Source: an optimization exercise on an open RTL-to-GDS flow (aim: small area). Production flows keep margins and buffers that such runs may drop. RTL that was checked went through simulation tests only; none was proved equivalent to the original. No activity file was given, so power comes from the tool's default toggle rates.

==> trial 61: inputs <==
==> flow/design.v <==
module operand_fetch_stage #(
    parameter int DATA_W    = 32,
    parameter int REG_SEL_W = 5
) (
    input  logic                 clk,
    input  logic                 rst,
    input  logic                 flush,
    input  logic                 in_valid,
    output logic                 in_ready,
    input  logic [REG_SEL_W-1:0] in_rs1_addr,
    input  logic                 in_rs1_en,
    input  logic [REG_SEL_W-1:0] in_rs2_addr,
    input  logic                 in_rs2_en,
    input  logic [REG_SEL_W-1:0] in_rd_addr,
    input  logic                 in_rd_en,
    input  logic [3:0]           in_funct3,
    input  logic [7:0]           in_funct7,
    input  logic [DATA_W:0]      in_imm,
    input  logic [6:0]           in_opcode,
    input  logic                 wb_en,
    input  logic [REG_SEL_W-1:0] wb_addr,
    input  logic [DATA_W-1:0]    wb_data,
    output logic                 out_valid,
    input  logic                 out_ready,
    output logic [DATA_W:0]      out_rs1,
    output logic [DATA_W:0]      out_rs2,
    output logic [REG_SEL_W:0]   out_rd,
    output logic [3:0]           out_funct3,
    output logic [7:0]           out_funct7,
    output logic [DATA_W:0]      out_imm,
    output logic [6:0]           out_opcode
);
    localparam int NREG = 1 << REG_SEL_W;
    logic [DATA_W-1:0] rf_q [1:NREG-1];
    logic [DATA_W-1:0] wr_data;
    logic [NREG-1:1]   row_en;
    assign wr_data = wb_data & {DATA_W{~rst}};
    always_comb begin
        for (int i = 1; i < NREG; i++) begin
            row_en[i] = rst | (wb_en & (wb_addr == REG_SEL_W'(i)));
        end
    end
    always_ff @(posedge clk) begin
        for (int i = 1; i < NREG; i++) begin
            if (row_en[i]) rf_q[i] <= wr_data;
        end
    end
    logic out_valid_q;
    logic accept;
    assign in_ready = !out_valid_q || out_ready;
    assign accept   = in_valid && in_ready && !flush;
    always_ff @(posedge clk) begin
        if (rst || flush) begin
            out_valid_q <= 1'b0;
        end else if (in_ready) begin
            out_valid_q <= in_valid;
        end
    end
    logic [NREG-1:1] rs1_sel, rs2_sel;
    always_comb begin
        for (int i = 1; i < NREG; i++) begin
            rs1_sel[i] = in_rs1_en && (in_rs1_addr == REG_SEL_W'(i));
            rs2_sel[i] = in_rs2_en && (in_rs2_addr == REG_SEL_W'(i));
        end
    end
    logic [NREG-1:1]      rs1_sel_q, rs2_sel_q;
    logic                 rs1_en_q, rs2_en_q;
    logic [REG_SEL_W:0]   out_rd_q;
    logic [3:0]           out_funct3_q;
    logic [7:0]           out_funct7_q;
    logic [DATA_W:0]      out_imm_q;
    logic [6:0]           out_opcode_q;
    always_ff @(posedge clk) begin
        if (in_ready) begin
            rs1_sel_q    <= rs1_sel;
            rs2_sel_q    <= rs2_sel;
            rs1_en_q     <= in_rs1_en;
            rs2_en_q     <= in_rs2_en;
            out_rd_q     <= {in_rd_addr, in_rd_en};
            out_funct3_q <= in_funct3;
            out_funct7_q <= in_funct7;
            out_imm_q    <= in_imm;
            out_opcode_q <= in_opcode;
        end
    end
    logic [DATA_W-1:0] rs1_data, rs2_data;
    for (genvar b = 0; b < DATA_W; b++) begin : g_rd
        logic [NREG-1:1] col;
        for (genvar i = 1; i < NREG; i++) begin : g_col
            assign col[i] = rf_q[i][b];
        end
        opf_rdsel #(.N(NREG-1)) u_rs1 (.d(col), .sel(rs1_sel_q), .y(rs1_data[b]));
        opf_rdsel #(.N(NREG-1)) u_rs2 (.d(col), .sel(rs2_sel_q), .y(rs2_data[b]));
    end
    assign out_valid  = out_valid_q;
    assign out_rs1    = {rs1_data, rs1_en_q};
    assign out_rs2    = {rs2_data, rs2_en_q};
    assign out_rd     = out_rd_q;
    assign out_funct3 = out_funct3_q;
    assign out_funct7 = out_funct7_q;
    assign out_imm    = out_imm_q;
    assign out_opcode = out_opcode_q;
endmodule
module opf_rdsel #(
    parameter int N = 31
) (
    input  logic [N-1:0] d,
    input  logic [N-1:0] sel,
    output logic         y
);
    logic [10:0] n;
    logic [2:0]  h;
    for (genvar g = 0; g < 10; g++) begin : g_aoi
        opf_aoi222 u_aoi (
            .a1(d[3*g]),   .a2(sel[3*g]),
            .b1(d[3*g+1]), .b2(sel[3*g+1]),
            .c1(d[3*g+2]), .c2(sel[3*g+2]),
            .y(n[g])
        );
    end
    opf_nand2 u_last (.a(d[30]), .b(sel[30]), .y(n[10]));
    opf_nand4 u_h0 (.a(n[0]), .b(n[1]), .c(n[2]),  .d(n[3]), .y(h[0]));
    opf_nand4 u_h1 (.a(n[4]), .b(n[5]), .c(n[6]),  .d(n[7]), .y(h[1]));
    opf_nand3 u_h2 (.a(n[8]), .b(n[9]), .c(n[10]),           .y(h[2]));
    opf_or3   u_y  (.a(h[0]), .b(h[1]), .c(h[2]),            .y(y));
endmodule
module opf_aoi222 (
    input  logic a1, a2, b1, b2, c1, c2,
    output logic y
);
    assign y = ~((a1 & a2) | (b1 & b2) | (c1 & c2));
endmodule
module opf_nand2 (
    input  logic a, b,
    output logic y
);
    assign y = ~(a & b);
endmodule
module opf_nand3 (
    input  logic a, b, c,
    output logic y
);
    assign y = ~(a & b & c);
endmodule
module opf_nand4 (
    input  logic a, b, c, d,
    output logic y
);
    assign y = ~(a & b & c & d);
endmodule
module opf_or3 (
    input  logic a, b, c,
    output logic y
);
    assign y = a | b | c;
endmodule
==> flow/flow/run.sh <==
#!/bin/bash
# Standard layout (the standard.sh), with buf_1 port buffers and a clock
# tree of larger sink clusters and no dummy loads. Each step's full log is in
# orfs/logs; make's own output goes to standard.log.
export BUFFER_PORTS_ARGS="-buffer_cell sky130_fd_sc_hd__buf_1"
export CTS_ARGS="-sink_clustering_enable -repair_clock_nets -dont_use_dummy_load -buf_list {sky130_fd_sc_hd__clkbuf_16} -sink_clustering_size 24 -sink_clustering_max_diameter 80"
bash standard.sh > standard.log 2>&1
==> flow/standard.sh <==
#!/bin/bash
# synth_recipe.tcl (not shown) runs the flow's synth.tcl, then flattens the netlist and writes it again
# the make line also repeats each setting of config.mk as NAME=value (left out here)
make -C /OpenROAD-flow-scripts/flow DESIGN_CONFIG=/design/flow/config.mk WORK_HOME=/design/flow/orfs CLKGATE_MAP_FILE= SYNTH_SCRIPT=/design/flow/synth_recipe.tcl "${@:-finish}"
==> flow/config.mk <==
export PLATFORM = sky130hd
export DESIGN_NAME = operand_fetch_stage
export DESIGN_NICKNAME = operand_fetch_stage
export VERILOG_FILES = /design/flow/design.v
export SDC_FILE = /design/flow/constraint.sdc
export NUM_CORES = 4
export LEC_CHECK = 0
export CAP_MARGIN = 0
export CORE_MARGIN = 2
export CORE_UTILIZATION = 60
export PLACE_DENSITY = 0.7
export SETUP_SLACK_MARGIN = 0.1
export SLEW_MARGIN = 0
export SYNTH_HIERARCHICAL = 1
export SYNTH_MINIMUM_KEEP_SIZE = 0
==> flow/constraint.sdc <==
create_clock -name core_clock -period 4.0 [get_ports {clk}]
set_input_delay 0.8000 -clock core_clock [delete_from_list [all_inputs] [get_ports {clk}]]
set_output_delay 0.8000 -clock core_clock [all_outputs]
set_load 0.01 [all_outputs]
==> build 20: changes against trial 61 <==
--- a/flow/design.v
+++ b/flow/design.v
@@ -58,10 +58,16 @@
     end
-    logic [NREG-1:1] rs1_sel, rs2_sel;
+    logic [3:0] rs1_lo, rs2_lo;
+    logic [7:0] rs1_hi, rs2_hi;
     always_comb begin
-        for (int i = 1; i < NREG; i++) begin
-            rs1_sel[i] = in_rs1_en && (in_rs1_addr == REG_SEL_W'(i));
-            rs2_sel[i] = in_rs2_en && (in_rs2_addr == REG_SEL_W'(i));
+        for (int i = 0; i < 4; i++) begin
+            rs1_lo[i] = (in_rs1_addr[1:0] == 2'(i));
+            rs2_lo[i] = (in_rs2_addr[1:0] == 2'(i));
+        end
+        for (int i = 0; i < 8; i++) begin
+            rs1_hi[i] = in_rs1_en && (in_rs1_addr[4:2] == 3'(i));
+            rs2_hi[i] = in_rs2_en && (in_rs2_addr[4:2] == 3'(i));
         end
     end
-    logic [NREG-1:1]      rs1_sel_q, rs2_sel_q;
+    logic [3:0]           rs1_lo_q, rs2_lo_q;
+    logic [7:0]           rs1_hi_q, rs2_hi_q;
     logic                 rs1_en_q, rs2_en_q;
@@ -74,4 +80,6 @@
         if (in_ready) begin
-            rs1_sel_q    <= rs1_sel;
-            rs2_sel_q    <= rs2_sel;
+            rs1_lo_q     <= rs1_lo;
+            rs2_lo_q     <= rs2_lo;
+            rs1_hi_q     <= rs1_hi;
+            rs2_hi_q     <= rs2_hi;
             rs1_en_q     <= in_rs1_en;
@@ -86,2 +94,9 @@
     logic [DATA_W-1:0] rs1_data, rs2_data;
+    logic [NREG-1:1]   rs1_sel_q, rs2_sel_q;
+    always_comb begin
+        for (int i = 1; i < NREG; i++) begin
+            rs1_sel_q[i] = rs1_hi_q[i / 4] && rs1_lo_q[i % 4];
+            rs2_sel_q[i] = rs2_hi_q[i / 4] && rs2_lo_q[i % 4];
+        end
+    end
     for (genvar b = 0; b < DATA_W; b++) begin : g_rd
--- a/flow/config.mk
+++ b/flow/config.mk
@@ -7,3 +7,3 @@
 export LEC_CHECK = 0
-export CAP_MARGIN = 0
+export CAP_MARGIN = 10
 export CORE_MARGIN = 2
@@ -12,3 +12,3 @@
 export SETUP_SLACK_MARGIN = 0.1
-export SLEW_MARGIN = 0
+export SLEW_MARGIN = 10
 export SYNTH_HIERARCHICAL = 1
==> build 27: changes against trial 61 <==
--- a/flow/design.v
+++ b/flow/design.v
@@ -58,10 +58,3 @@
     end
-    logic [NREG-1:1] rs1_sel, rs2_sel;
-    always_comb begin
-        for (int i = 1; i < NREG; i++) begin
-            rs1_sel[i] = in_rs1_en && (in_rs1_addr == REG_SEL_W'(i));
-            rs2_sel[i] = in_rs2_en && (in_rs2_addr == REG_SEL_W'(i));
-        end
-    end
-    logic [NREG-1:1]      rs1_sel_q, rs2_sel_q;
+    logic [REG_SEL_W-1:0] rs1_addr_q, rs2_addr_q;
     logic                 rs1_en_q, rs2_en_q;
@@ -74,4 +67,4 @@
         if (in_ready) begin
-            rs1_sel_q    <= rs1_sel;
-            rs2_sel_q    <= rs2_sel;
+            rs1_addr_q   <= in_rs1_addr & {REG_SEL_W{in_rs1_en}};
+            rs2_addr_q   <= in_rs2_addr & {REG_SEL_W{in_rs2_en}};
             rs1_en_q     <= in_rs1_en;
@@ -86,9 +79,9 @@
     logic [DATA_W-1:0] rs1_data, rs2_data;
-    for (genvar b = 0; b < DATA_W; b++) begin : g_rd
-        logic [NREG-1:1] col;
-        for (genvar i = 1; i < NREG; i++) begin : g_col
-            assign col[i] = rf_q[i][b];
+    always_comb begin
+        rs1_data = '0;
+        rs2_data = '0;
+        for (int i = 1; i < NREG; i++) begin
+            rs1_data = rs1_data | (rf_q[i] & {DATA_W{rs1_addr_q == REG_SEL_W'(i)}});
+            rs2_data = rs2_data | (rf_q[i] & {DATA_W{rs2_addr_q == REG_SEL_W'(i)}});
         end
-        opf_rdsel #(.N(NREG-1)) u_rs1 (.d(col), .sel(rs1_sel_q), .y(rs1_data[b]));
-        opf_rdsel #(.N(NREG-1)) u_rs2 (.d(col), .sel(rs2_sel_q), .y(rs2_data[b]));
     end
@@ -103,54 +96 @@
 endmodule
-module opf_rdsel #(
-    parameter int N = 31
-) (
-    input  logic [N-1:0] d,
-    input  logic [N-1:0] sel,
-    output logic         y
-);
-    logic [10:0] n;
-    logic [2:0]  h;
-    for (genvar g = 0; g < 10; g++) begin : g_aoi
-        opf_aoi222 u_aoi (
-            .a1(d[3*g]),   .a2(sel[3*g]),
-            .b1(d[3*g+1]), .b2(sel[3*g+1]),
-            .c1(d[3*g+2]), .c2(sel[3*g+2]),
-            .y(n[g])
-        );
-    end
-    opf_nand2 u_last (.a(d[30]), .b(sel[30]), .y(n[10]));
-    opf_nand4 u_h0 (.a(n[0]), .b(n[1]), .c(n[2]),  .d(n[3]), .y(h[0]));
-    opf_nand4 u_h1 (.a(n[4]), .b(n[5]), .c(n[6]),  .d(n[7]), .y(h[1]));
-    opf_nand3 u_h2 (.a(n[8]), .b(n[9]), .c(n[10]),           .y(h[2]));
-    opf_or3   u_y  (.a(h[0]), .b(h[1]), .c(h[2]),            .y(y));
-endmodule
-module opf_aoi222 (
-    input  logic a1, a2, b1, b2, c1, c2,
-    output logic y
-);
-    assign y = ~((a1 & a2) | (b1 & b2) | (c1 & c2));
-endmodule
-module opf_nand2 (
-    input  logic a, b,
-    output logic y
-);
-    assign y = ~(a & b);
-endmodule
-module opf_nand3 (
-    input  logic a, b, c,
-    output logic y
-);
-    assign y = ~(a & b & c);
-endmodule
-module opf_nand4 (
-    input  logic a, b, c, d,
-    output logic y
-);
-    assign y = ~(a & b & c & d);
-endmodule
-module opf_or3 (
-    input  logic a, b, c,
-    output logic y
-);
-    assign y = a | b | c;
-endmodule
==> flow/run.sh (new file) <==
#!/bin/bash
# synth_recipe.tcl (not shown) runs the flow's synth.tcl, then flattens the netlist and writes it again
# the make line also repeats each setting of config.mk as NAME=value (left out here)
make -C /OpenROAD-flow-scripts/flow DESIGN_CONFIG=/design/flow/config.mk WORK_HOME=/design/flow/orfs CLKGATE_MAP_FILE= SYNTH_SCRIPT=/design/flow/synth_recipe.tcl finish
==> flow/config.mk (replaced) <==
export PLATFORM = sky130hd
export DESIGN_NAME = operand_fetch_stage
export DESIGN_NICKNAME = operand_fetch_stage
export VERILOG_FILES = /design/flow/design.v
export SDC_FILE = /design/flow/constraint.sdc
export NUM_CORES = 4
export LEC_CHECK = 0
export CAP_MARGIN = 20
export CORE_MARGIN = 2
export CORE_UTILIZATION = 40
export CTS_BUF_LIST = sky130_fd_sc_hd__clkbuf_4 sky130_fd_sc_hd__clkbuf_8
export SLEW_MARGIN = 20
removed: flow/flow/run.sh
removed: flow/standard.sh
==> build 80: changes against trial 61 <==
--- a/flow/design.v
+++ b/flow/design.v
@@ -36,2 +36,4 @@
     logic [NREG-1:1]   row_en;
+    logic              wb_wr;
+    assign wb_wr   = wb_en && (wb_addr != '0);
     assign wr_data = wb_data & {DATA_W{~rst}};
@@ -58,11 +60,34 @@
     end
-    logic [NREG-1:1] rs1_sel, rs2_sel;
+    logic [REG_SEL_W-1:0] rs1_addr_q, rs2_addr_q;
+    logic                 rs1_en_q, rs2_en_q;
+    logic                 rs1_fwd, rs2_fwd;
+    logic                 rs1_ref, rs2_ref;
+    logic [NREG-1:0]      rs1_sel, rs2_sel;      
+    logic [DATA_W-1:0]    rs1_rd, rs2_rd;
+    logic [DATA_W-1:0]    rs1_data_q, rs2_data_q;
+    assign rs1_fwd = wb_wr && in_rs1_en && (wb_addr == in_rs1_addr);
+    assign rs2_fwd = wb_wr && in_rs2_en && (wb_addr == in_rs2_addr);
+    assign rs1_ref = wb_wr && rs1_en_q && (wb_addr == rs1_addr_q);
+    assign rs2_ref = wb_wr && rs2_en_q && (wb_addr == rs2_addr_q);
     always_comb begin
+        rs1_sel[0] = rs1_fwd || !in_ready;
+        rs2_sel[0] = rs2_fwd || !in_ready;
         for (int i = 1; i < NREG; i++) begin
-            rs1_sel[i] = in_rs1_en && (in_rs1_addr == REG_SEL_W'(i));
-            rs2_sel[i] = in_rs2_en && (in_rs2_addr == REG_SEL_W'(i));
+            rs1_sel[i] = in_ready && !rs1_fwd && in_rs1_en && (in_rs1_addr == REG_SEL_W'(i));
+            rs2_sel[i] = in_ready && !rs2_fwd && in_rs2_en && (in_rs2_addr == REG_SEL_W'(i));
         end
     end
-    logic [NREG-1:1]      rs1_sel_q, rs2_sel_q;
-    logic                 rs1_en_q, rs2_en_q;
+    for (genvar b = 0; b < DATA_W; b++) begin : g_rd
+        logic [NREG-1:0] col;
+        assign col[0] = wb_data[b];
+        for (genvar i = 1; i < NREG; i++) begin : g_col
+            assign col[i] = rf_q[i][b];
+        end
+        opf_rdsel u_rs1 (.d(col), .sel(rs1_sel), .y(rs1_rd[b]));
+        opf_rdsel u_rs2 (.d(col), .sel(rs2_sel), .y(rs2_rd[b]));
+    end
+    always_ff @(posedge clk) begin
+        if (in_ready || rs1_ref) rs1_data_q <= rs1_rd;
+        if (in_ready || rs2_ref) rs2_data_q <= rs2_rd;
+    end
     logic [REG_SEL_W:0]   out_rd_q;
@@ -74,4 +99,4 @@
         if (in_ready) begin
-            rs1_sel_q    <= rs1_sel;
-            rs2_sel_q    <= rs2_sel;
+            rs1_addr_q   <= in_rs1_addr;
+            rs2_addr_q   <= in_rs2_addr;
             rs1_en_q     <= in_rs1_en;
@@ -85,14 +110,5 @@
     end
-    logic [DATA_W-1:0] rs1_data, rs2_data;
-    for (genvar b = 0; b < DATA_W; b++) begin : g_rd
-        logic [NREG-1:1] col;
-        for (genvar i = 1; i < NREG; i++) begin : g_col
-            assign col[i] = rf_q[i][b];
-        end
-        opf_rdsel #(.N(NREG-1)) u_rs1 (.d(col), .sel(rs1_sel_q), .y(rs1_data[b]));
-        opf_rdsel #(.N(NREG-1)) u_rs2 (.d(col), .sel(rs2_sel_q), .y(rs2_data[b]));
-    end
     assign out_valid  = out_valid_q;
-    assign out_rs1    = {rs1_data, rs1_en_q};
-    assign out_rs2    = {rs2_data, rs2_en_q};
+    assign out_rs1    = {rs1_data_q, rs1_en_q};
+    assign out_rs2    = {rs2_data_q, rs2_en_q};
     assign out_rd     = out_rd_q;
@@ -103,8 +119,6 @@
 endmodule
-module opf_rdsel #(
-    parameter int N = 31
-) (
-    input  logic [N-1:0] d,
-    input  logic [N-1:0] sel,
-    output logic         y
+module opf_rdsel (
+    input  logic [31:0] d,
+    input  logic [31:0] sel,
+    output logic        y
 );
@@ -120,3 +134,3 @@
     end
-    opf_nand2 u_last (.a(d[30]), .b(sel[30]), .y(n[10]));
+    opf_aoi22 u_last (.a1(d[30]), .a2(sel[30]), .b1(d[31]), .b2(sel[31]), .y(n[10]));
     opf_nand4 u_h0 (.a(n[0]), .b(n[1]), .c(n[2]),  .d(n[3]), .y(h[0]));
@@ -125,2 +139,8 @@
     opf_or3   u_y  (.a(h[0]), .b(h[1]), .c(h[2]),            .y(y));
+endmodule
+module opf_aoi22 (
+    input  logic a1, a2, b1, b2,
+    output logic y
+);
+    assign y = ~((a1 & a2) | (b1 & b2));
 endmodule
@@ -131,8 +151,2 @@
     assign y = ~((a1 & a2) | (b1 & b2) | (c1 & c2));
-endmodule
-module opf_nand2 (
-    input  logic a, b,
-    output logic y
-);
-    assign y = ~(a & b);
 endmodule
==> run notes <==
The highest clock power belongs to build 27, the lowest to build 20.
Build 20 completed without violations. Build 80 completed and failed the layout checks on capacitance limit, slew limit. Build 27 ran to the end with violations: setup timing. Trial 61 completed, yet does not pass: setup timing.
The highest hold slack belongs to build 27, the lowest to trial 61.
The lowest sequential share of layout area belongs to build 27, the highest to trial 61.
The highest synthesized cell count belongs to build 27, the lowest to build 20.
The highest routed wire length belongs to build 27, the lowest to build 20.
First-iteration DRC count: build 80 < build 20 < build 27 < trial 61.
The highest cell count belongs to build 27, the lowest to build 20.
Area after synthesis, lowest first: build 20, trial 61, build 80, build 27.
For trial 61 and build 80, only the layout was checked, not whether the RTL still works.

-- port drivers added, routing unchanged --
The results above use ideal ports. As a check the final layouts listed here were re-extracted and re-timed, cells and wires unchanged. Step 1 assumes that a clkbuf_16 drives the clock port and a buf_2 every other input. Step 2 moves the port delays by t, midway between the first and last clock arrival at a register: inputs arrive t later, outputs are due t later. That takes back most of the time a late clock gives input paths. Slacks: no drivers / after step 1 / after step 2; pairs: no drivers / after step 1.
run | t (ns) | setup WS [ns] | hold WS [ns] | worst register clock-pin slew, ns
trial 61 | 0.716 | -0.005 / -0.080 / 0.468 | 0.291 / 0.240 / 0.956 | 0.10 / 0.10
build 20 | 0.703 | 0.058 / -0.008 / 0.695 | 0.310 / 0.270 / 0.973 | 0.10 / 0.10
build 27 | 0.949 | -0.347 / -0.427 / 0.521 | 0.479 / 0.428 / 1.146 | 0.07 / 0.07
build 80 | 0.715 | 0.184 / 0.232 / -0.483 | 0.311 / 0.272 / 0.671 | 0.10 / 0.10
For build 80, which loses most, drivers alone change the setup slack by +0.048 ns; drivers and shift together by -0.667 ns.
